Context: an optimization exercise on an open-source flow, tuned for small area, a short achievable clock period and few clock cycles per item. The choices shown serve that exercise and are no tape-out recipe. Where RTL was checked, it was by simulation tests only, not by an equivalence proof against the original.

==> job 2239: inputs <==
Design md5_stream_hasher, start of the top module:
module md5_stream_hasher (
    input  logic        clk,
    input  logic        rst_n,
    input  logic        in_valid,
    output logic        in_ready,
    input  logic [31:0] in_word,
    input  logic [2:0]  in_byte_count,
    input  logic        in_last,
    output logic        out_valid,
    input  logic        out_ready,
    output logic [31:0] digest_a,
    output logic [31:0] digest_b,
    output logic [31:0] digest_c,
    output logic [31:0] digest_d
);
clock: 9.0 ns
lec_check: 0
abc_clock_period_in_ps: 6000
cap_margin: 20
core_margin: 2
core_utilization: 40
setup_slack_margin: 2.5
slew_margin: 20
run.sh (not shown) runs the stock make flow with config.mk's settings and CLKGATE_MAP_FILE= SYNTH_SCRIPT=/design/flow/synth_recipe.tcl, a recipe that flattens the netlist after the stock synthesis.
==> inputs of job 7606, as changes to job 2239 <==
--- a/flow/design.v
+++ b/flow/design.v
@@ -136,68 +136,71 @@
             default: md5_tap = 3'd0;
         endcase
     endfunction
 endpackage
 module md5_ram (
     input  logic        clk,
     input  logic        we,
     input  logic [31:0] wdata,
-    input  logic [2:0]  tap,
+    input  logic [7:0]  tap,
     output logic [31:0] newest,
     output logic [31:0] tapped
 );
     logic [15:0][31:0] ring;
     always_ff @(posedge clk)
     begin
         ring[14:0] <= ring[15:1];
         ring[15]   <= we ? wdata : ring[0];
     end
     assign newest = ring[15];
-    assign tapped = ring[{tap, 1'b0}];
+    always_comb
+    begin
+        tapped = '0;
+        for (int k = 0; k < 8; k++)
+        begin
+            tapped = tapped | ({32{tap[k]}} & ring[2*k]);
+        end
+    end
 endmodule
 module md5_round (
-    input  logic [1:0]  fsel,
-    input  logic [3:0]  rsel,
+    input  logic [3:0]  fsel,
+    input  logic [15:0] rsel,
     input  logic [31:0] pre,
     input  logic [31:0] b,
     input  logic [31:0] c,
     input  logic [31:0] d,
     output logic [31:0] b_next
 );
     logic [31:0] f;
     logic [31:0] sum;
     logic [31:0] rot;
     always_comb
     begin
-        case (fsel)
-            2'd0: f = d ^ (b & (c ^ d));
-            2'd1: f = c ^ (d & (b ^ c));
-            2'd2: f = b ^ c ^ d;
-            default: f = c ^ (b | ~d);
-        endcase
+        f   = ({32{fsel[0]}} & (d ^ (b & (c ^ d))))
+            | ({32{fsel[1]}} & (c ^ (d & (b ^ c))))
+            | ({32{fsel[2]}} & (b ^ c ^ d))
+            | ({32{fsel[3]}} & (c ^ (b | ~d)));
         sum = pre + f;
-        case (rsel)
-            4'd0:  rot = {sum[24:0], sum[31:25]};
-            4'd1:  rot = {sum[19:0], sum[31:20]};
-            4'd2:  rot = {sum[14:0], sum[31:15]};
-            4'd3:  rot = {sum[9:0],  sum[31:10]};
-            4'd4:  rot = {sum[26:0], sum[31:27]};
-            4'd5:  rot = {sum[22:0], sum[31:23]};
-            4'd6:  rot = {sum[17:0], sum[31:18]};
-            4'd7:  rot = {sum[11:0], sum[31:12]};
-            4'd8:  rot = {sum[27:0], sum[31:28]};
-            4'd9:  rot = {sum[20:0], sum[31:21]};
-            4'd10: rot = {sum[15:0], sum[31:16]};
-            4'd11: rot = {sum[8:0],  sum[31:9]};
-            4'd12: rot = {sum[25:0], sum[31:26]};
-            4'd13: rot = {sum[21:0], sum[31:22]};
-            4'd14: rot = {sum[16:0], sum[31:17]};
-            default: rot = {sum[10:0], sum[31:11]};
-        endcase
+        rot = ({32{rsel[0]}} & {sum[24:0], sum[31:25]})
+            | ({32{rsel[1]}} & {sum[19:0], sum[31:20]})
+            | ({32{rsel[2]}} & {sum[14:0], sum[31:15]})
+            | ({32{rsel[3]}} & {sum[9:0], sum[31:10]})
+            | ({32{rsel[4]}} & {sum[26:0], sum[31:27]})
+            | ({32{rsel[5]}} & {sum[22:0], sum[31:23]})
+            | ({32{rsel[6]}} & {sum[17:0], sum[31:18]})
+            | ({32{rsel[7]}} & {sum[11:0], sum[31:12]})
+            | ({32{rsel[8]}} & {sum[27:0], sum[31:28]})
+            | ({32{rsel[9]}} & {sum[20:0], sum[31:21]})
+            | ({32{rsel[10]}} & {sum[15:0], sum[31:16]})
+            | ({32{rsel[11]}} & {sum[8:0], sum[31:9]})
+            | ({32{rsel[12]}} & {sum[25:0], sum[31:26]})
+            | ({32{rsel[13]}} & {sum[21:0], sum[31:22]})
+            | ({32{rsel[14]}} & {sum[16:0], sum[31:17]})
+            | ({32{rsel[15]}} & {sum[10:0], sum[31:11]});
         b_next = b + rot;
     end
 endmodule
 module md5_stream_hasher (
     input  logic        clk,
     input  logic        rst_n,
     input  logic        in_valid,
     output logic        in_ready,
@@ -221,21 +224,22 @@
     logic [5:0]  lbib_reg;      
     logic        ifirst_reg;    
     logic [54:0] blk_reg;       
     logic [6:1]  bcy_reg;       
     logic [6:0]  pn_reg;        
     logic        bub_reg;
     logic        r15v_reg;      
     logic [31:0] pre_reg;
+    logic [7:0]  tsel_reg;      
     logic        sv_reg;
     logic        sfin_reg;
     logic        sinit_reg;
-    logic [1:0]  fsel_reg;
-    logic [3:0]  rsel_reg;
+    logic [3:0]  fsel_reg;
+    logic [15:0] rsel_reg;
     logic [3:0]  hupd_reg;      
     logic        rfirst_reg;
     logic        rlast_reg;
     logic [31:0] a_reg, b_reg, c_reg, d_reg;
     logic [31:0] ha_reg, hb_reg, hc_reg, hd_reg;
     logic        out_valid_reg;
     logic        pfin;
     logic        open;
@@ -299,27 +303,29 @@
             pad_word = '0;
         end
         ins_word = mend_reg ? pad_word : merged[31:0];
     end
     md5_ram u_ring (
         .clk    (clk),
         .we     (ins),
         .wdata  (ins_word),
-        .tap    (md5_pkg::md5_tap(pn_reg[5:0])),
+        .tap    (tsel_reg),
         .newest (ring_new),
         .tapped (ring_tap)
     );
     logic        r1;
     logic        pgo;
     logic        stall61;
     logic [31:0] a_next, b_next, c_next, d_next;
     logic [31:0] msg;
     logic [31:0] pre_next;
-    assign r1 = (pn_reg[6:4] == 3'd0);
+    logic [6:0]  pn_next;
+    assign r1      = (pn_reg[6:4] == 3'd0);
+    assign pn_next = !pgo ? pn_reg : (pfin ? 7'd0 : (pn_reg + 7'd1));
     always_comb
     begin
         stall61 = 1'b0;
         if (pfin)
         begin
             pgo = 1'b1;
         end
         else if (r1)
@@ -396,16 +402,17 @@
             partial_reg   <= '0;
             mend_reg      <= 1'b0;
             pad80_reg     <= 1'b0;
             lflag_reg     <= 1'b0;
             ifirst_reg    <= 1'b1;
             blk_reg       <= '0;
             bcy_reg       <= '0;
             pn_reg        <= '0;
+            tsel_reg      <= '0;
             bub_reg       <= 1'b0;
             r15v_reg      <= 1'b0;
             sv_reg        <= 1'b0;
             sfin_reg      <= 1'b1;
             sinit_reg     <= 1'b1;
             hupd_reg      <= '0;
             rlast_reg     <= 1'b1;
             out_valid_reg <= 1'b0;
@@ -472,19 +479,20 @@
                 bcy_reg[1]   <= blk_inc && (blk_reg[7:0] == 8'hff);
                 for (int k = 1; k < 6; k++)
                 begin
                     blk_reg[8*k +: 8] <= blk_reg[8*k +: 8] + {7'h0, bcy_reg[k]};
                     bcy_reg[k+1]      <= bcy_reg[k] && (blk_reg[8*k +: 8] == 8'hff);
                 end
                 blk_reg[54:48] <= blk_reg[54:48] + {6'h0, bcy_reg[6]};
             end
+            pn_reg   <= pn_next;
+            tsel_reg <= 8'h01 << md5_pkg::md5_tap(pn_next[5:0]);
             if (pgo)
             begin
-                pn_reg <= pfin ? 7'd0 : (pn_reg + 7'd1);
                 bub_reg <= 1'b0;
             end
             else if (pn_reg[5:0] == 6'd48)
             begin
                 bub_reg <= 1'b1;
             end
             sv_reg    <= pgo && !pfin;
             sfin_reg  <= pgo && pfin;
@@ -505,18 +513,18 @@
     begin
         if (accept && in_last)
         begin
             lbib_reg <= {w_eff + {3'b000, total[2]}, total[1:0]};
         end
         pre_reg <= pre_next;
         if (pgo)
         begin
-            fsel_reg <= pn_reg[5:4];
-            rsel_reg <= {pn_reg[5:4], pn_reg[1:0]};
+            fsel_reg <= 4'b0001 << pn_reg[5:4];
+            rsel_reg <= 16'h0001 << {pn_reg[5:4], pn_reg[1:0]};
             if (pn_reg == 7'd0)
             begin
                 rfirst_reg <= ifirst_reg;
             end
         end
         a_reg <= a_next;
         b_reg <= b_next;
         c_reg <= c_next;
SETUP_SLACK_MARGIN = 4.5   (was 2.5)
==> results.txt <==
Against job 2239, the via count of job 7606 is smaller by about 2.2%. In wire length, job 2239 and job 7606 hardly differ. Between job 7606 and job 2239, the lower sequential share of layout area is in job 7606 (gap 0.40 points). Against job 2239, the cell count of job 7606 is lower by about 4.5%.
Testbench counts of job 2239, summed over its fixed seeds: cycles 65,000, bytes 44,906.
No functional check of the RTL was part of job 7606.

* * *

==> run a: inputs <==
md5_stream_hasher, a different RTL version from the one above (not shown whole).
Settings: LEC_CHECK=0, ABC_AREA=1, ABC_CLOCK_PERIOD_IN_PS=6000, CAP_MARGIN=20, CORE_MARGIN=2, CORE_UTILIZATION=50, SETUP_SLACK_MARGIN=5, SLEW_MARGIN=20, TNS_END_PERCENT=10; clock period 9.0 ns.
==> inputs of run b, as changes to run a <==
--- a/flow/design.v
+++ b/flow/design.v
@@ -444,34 +444,34 @@
         begin
             hsel = ({32{hupd_reg[0]}} & ha_reg) | ({32{hupd_reg[1]}} & hd_reg)
                  | ({32{hupd_reg[2]}} & hc_reg) | ({32{hupd_reg[3]}} & hb_reg);
         end
         fsum = hsel + b_reg;
         if (sv_reg)
         begin
             a_next = d_reg;
+            b_next = b_step;
             c_next = b_reg;
             d_next = c_reg;
         end
         else if (sfin_reg)
         begin
             a_next = rlast_reg ? md5_pkg::IV_A : ha_reg;
+            b_next = rlast_reg ? md5_pkg::IV_B : fsum;
             c_next = rlast_reg ? md5_pkg::IV_C : hc_reg;
             d_next = rlast_reg ? md5_pkg::IV_D : hd_reg;
         end
         else
         begin
             a_next = a_reg;
+            b_next = b_reg;
             c_next = c_reg;
             d_next = d_reg;
         end
-        b_next = ({32{sv_reg}} & b_step)
-               | ({32{sfin_reg}} & (rlast_reg ? md5_pkg::IV_B : fsum))
-               | ({32{!sv_reg && !sfin_reg}} & b_reg);
     end
     always_ff @(posedge clk or negedge rst_n)
     begin
         if (!rst_n)
         begin
             w_reg         <= '0;
             wait_reg      <= '0;
             late_reg      <= '0;
==> flow/config.mk (replaced) <==
export PLATFORM = sky130hd
export DESIGN_NAME = md5_stream_hasher
export DESIGN_NICKNAME = md5_stream_hasher
export VERILOG_FILES = /design/flow/design.v
export SDC_FILE = /design/flow/constraint.sdc
export NUM_CORES = 4
export LEC_CHECK = 0
export ABC_CLOCK_PERIOD_IN_PS = 6000
export CAP_MARGIN = 20
export CORE_MARGIN = 2
export CORE_UTILIZATION = 50
export SETUP_SLACK_MARGIN = 4.5
export SLEW_MARGIN = 20
==> qor summary <==
metric                                                                    run a                     run b
Status                                                 timing/DRC/antenna clean  timing/DRC/antenna clean
Via count of the first global-routing pass                               42,860                    37,950
Layout multi-input combinational cell count                               3,995                     3,426
Source of the worst register-to-register timing path                late_reg[0]                  b_reg[0]
Proportion of cell area occupied by multi-input gates                    42.57%                    42.76%
Chip Height                                                            314.2 µm                  310.4 µm
Post-synth EDFFs                                                            168                       200
Most frequent cell after synthesis                     sky130_fd_sc_hd__nand2_1  sky130_fd_sc_hd__dfxtp_1
WHS Endpoint                                                   u_ring.ring[145]          u_ring.ring[404]
Area of the core                                                     95,150 µm²                93,190 µm²
Yosys cell types                                                             68                        89
GRT met3 Usage                                                           7.971%                    7.540%
Layout fillers                                                            8,418                     7,905
Number of non-clock inverters in the layout                                 657                       187
Count of non-CTS buffers in the layout                                      402                       473
Layout overhead on the synthesized area                                  21.48%                    23.44%
Post-Syn Instances                                                        5,909                     4,928
Fraction of area in registers                                            38.02%                    38.76%
Post-CTS setup repair buffer count                                          105                       158
Reg2Reg Setup Slack                                                     4.21 ns                   2.21 ns
Area enclosed by the die boundary                                    98,720 µm²                96,330 µm²
Testbench counts of run a, summed over its fixed seeds: cycles 59,120, bytes 44,906.
Testbench counts of run b, summed over its fixed seeds: cycles 59,120, bytes 44,906.

* * *

==> job 3637 <==
RTL: one of the versions met above, not the one the previous note started from.
clock: 9.0 ns
lec_check: 0
abc_area: 1
abc_clock_period_in_ps: 6000
cap_margin: 20
core_margin: 2
core_utilization: 50
setup_slack_margin: 4.5
slew_margin: 20
tns_end_percent: 10
==> job 9583 (differences from job 3637) <==
--- a/flow/design.v
+++ b/flow/design.v
@@ -211,32 +211,72 @@
     input  logic [4:0]  rsel2,
     input  logic [31:0] pre,
     input  logic [31:0] b,
     input  logic [31:0] x1,
     input  logic [31:0] x0,
     output logic [31:0] b_next
 );
+    function automatic logic [31:0] carries(input logic [31:0] g_in, input logic [31:0] p_in);
+        logic [31:0] g, p, gn, pn;
+        g = g_in;
+        p = p_in;
+        for (int s = 1; s < 32; s = s * 2)
+        begin
+            gn = g;
+            pn = p;
+            for (int i = s; i < 32; i++)
+            begin
+                gn[i] = g[i] | (p[i] & g[i-s]);
+                pn[i] = p[i] & p[i-s];
+            end
+            g = gn;
+            p = pn;
+        end
+        carries = g;
+    endfunction
     logic [31:0] f;
+    logic [31:0] g1, p1, g2, p2, c1, c2;
     logic [31:0] sum;
     logic [31:0] rot1;
     logic [31:0] rot;
     always_comb
     begin
         f    = (b & x1) | (~b & x0);
-        sum  = pre + f;
+        g1   = pre & f;
+        p1   = pre ^ f;
+        for (int i = 0; i < 2; i++)
+        begin
+            g1[i] = b[i] ? (pre[i] & x1[i]) : (pre[i] & x0[i]);
+            p1[i] = b[i] ? (pre[i] ^ x1[i]) : (pre[i] ^ x0[i]);
+        end
+        c1   = carries(g1, p1);
+        sum  = p1 ^ {c1[30:0], 1'b0};
         rot1 = ({32{rsel1[0]}} & sum)
             | ({32{rsel1[1]}} & {sum[30:0], sum[31:31]})
             | ({32{rsel1[2]}} & {sum[29:0], sum[31:30]})
             | ({32{rsel1[3]}} & {sum[28:0], sum[31:29]});
         rot  = ({32{rsel2[0]}} & {rot1[27:0], rot1[31:28]})
             | ({32{rsel2[1]}} & {rot1[23:0], rot1[31:24]})
             | ({32{rsel2[2]}} & {rot1[19:0], rot1[31:20]})
             | ({32{rsel2[3]}} & {rot1[15:0], rot1[31:16]})
             | ({32{rsel2[4]}} & {rot1[11:0], rot1[31:12]});
-        b_next = b + rot;
+        g2   = b & rot;
+        p2   = b ^ rot;
+        for (int i = 0; i < 2; i++)
+        begin
+            g2[i] = 1'b0;
+            p2[i] = 1'b0;
+            for (int k = 0; k < 5; k++)
+            begin
+                g2[i] = g2[i] | (rsel2[k] & b[i] & rot1[(i + 28 - 4 * k) % 32]);
+                p2[i] = p2[i] | (rsel2[k] & (b[i] ^ rot1[(i + 28 - 4 * k) % 32]));
+            end
+        end
+        c2   = carries(g2, p2);
+        b_next = p2 ^ {c2[30:0], 1'b0};
     end
 endmodule
 module md5_stream_hasher (
     input  logic        clk,
     input  logic        rst_n,
     input  logic        in_valid,
     output logic        in_ready,
@@ -445,32 +485,32 @@
             hsel = ({32{hupd_reg[0]}} & ha_reg) | ({32{hupd_reg[1]}} & hd_reg)
                  | ({32{hupd_reg[2]}} & hc_reg) | ({32{hupd_reg[3]}} & hb_reg);
         end
         fsum = hsel + b_reg;
         if (sv_reg)
         begin
             a_next = d_reg;
-            b_next = b_step;
             c_next = b_reg;
             d_next = c_reg;
         end
         else if (sfin_reg)
         begin
             a_next = rlast_reg ? md5_pkg::IV_A : ha_reg;
-            b_next = rlast_reg ? md5_pkg::IV_B : fsum;
             c_next = rlast_reg ? md5_pkg::IV_C : hc_reg;
             d_next = rlast_reg ? md5_pkg::IV_D : hd_reg;
         end
         else
         begin
             a_next = a_reg;
-            b_next = b_reg;
             c_next = c_reg;
             d_next = d_reg;
         end
+        b_next = ({32{sv_reg}} & b_step)
+               | ({32{sfin_reg}} & (rlast_reg ? md5_pkg::IV_B : fsum))
+               | ({32{!sv_reg && !sfin_reg}} & b_reg);
     end
     always_ff @(posedge clk or negedge rst_n)
     begin
         if (!rst_n)
         begin
             w_reg         <= '0;
             wait_reg      <= '0;
--- a/flow/config.mk
+++ b/flow/config.mk
@@ -6,10 +6,10 @@
 export NUM_CORES = 4
 export LEC_CHECK = 0
 export ABC_AREA = 1
 export ABC_CLOCK_PERIOD_IN_PS = 6000
 export CAP_MARGIN = 20
 export CORE_MARGIN = 2
 export CORE_UTILIZATION = 50
-export SETUP_SLACK_MARGIN = 4.5
+export SETUP_SLACK_MARGIN = 5
 export SLEW_MARGIN = 20
 export TNS_END_PERCENT = 10
==> results.txt <==
item	job 9583	job 3637
Smallest hold slack	0.314 ns	0.310 ns
Synthesized netlist net count	6263	6049
Area of all sequential standard cells	0.0222 mm²	0.0224 mm²
Initial core utilization	50.4%	50.5%
GR Layer Usage met1	48.1%	46.3%
Total length of routed wires	201000 µm	186000 µm
Floorplan row count	114	113
Buffers plus inverters on the worst setup path	0	2
Met2 usage	61.6%	59.2%
Register-to-register path setup slack	4.37 ns	3.85 ns
Area of the multi-input gates	0.0259 mm²	0.0239 mm²
Fraction of synthesized area in multiplexers	0.232%	0.703%
Largest fanout on the critical path	5	4
Largest clock skew in the final design	0.0675 ns	0.0363 ns
Status	finished clean	finished clean
Final core utilization	63.0%	60.2%
Worst path most repeated cell	sky130_fd_sc_hd__nand2_1	sky130_fd_sc_hd__nand2_2
Final Net Count	6610	6273
Final routed wire length divided by cell count	26.2 µm	25.5 µm
Die extent in y	316 µm	314 µm
Xor-xnor portion of the synthesized cell area	2.08%	2.06%
Multi-input combinational area share	42.6%	41.7%
Worst min-delay path endpoint	u_ring.ring[27]	u_ring.ring[397]
Testbench counts of job 3637, summed over its fixed seeds: cycles 59,120, bytes 44,906.
Testbench counts of job 9583, summed over its fixed seeds: cycles 59,120, bytes 44,906.

[what the ideal ports hide]
The flow's constraints put no driver on any port. The routed layouts listed below were extracted and timed again, unchanged, in two steps. Step 1, drivers: a clkbuf_16 drives clk and a buf_2 each remaining input, both assumed. Step 2 moves the port delays by t, midway between the first and last clock arrival at a register: inputs arrive t later, outputs are due t later. That takes back most of the time a late clock gives input paths. Slacks: no drivers / after step 1 / after step 2; pairs: no drivers / after step 1.
run | t, ns | setup WS [ns] | clock arrival spread, ns
job 2239 | 0.756 | 1.879 / 1.879 / 1.879 | 0.043 / 0.042
job 7606 | 0.750 | 2.356 / 2.356 / 2.356 | 0.083 / 0.082
run a | 0.782 | 4.207 / 4.207 / 3.637 | 0.062 / 0.062
run b | 0.746 | 2.208 / 2.208 / 2.208 | 0.064 / 0.064
job 3637 | 0.768 | 3.848 / 3.848 / 3.317 | 0.047 / 0.046
job 9583 | 0.758 | 4.366 / 4.366 / 4.113 | 0.067 / 0.067
After both steps every run listed still meets setup and hold. For run a, which loses most, drivers alone change the setup slack by 0.000 ns; drivers and shift together by -0.570 ns.
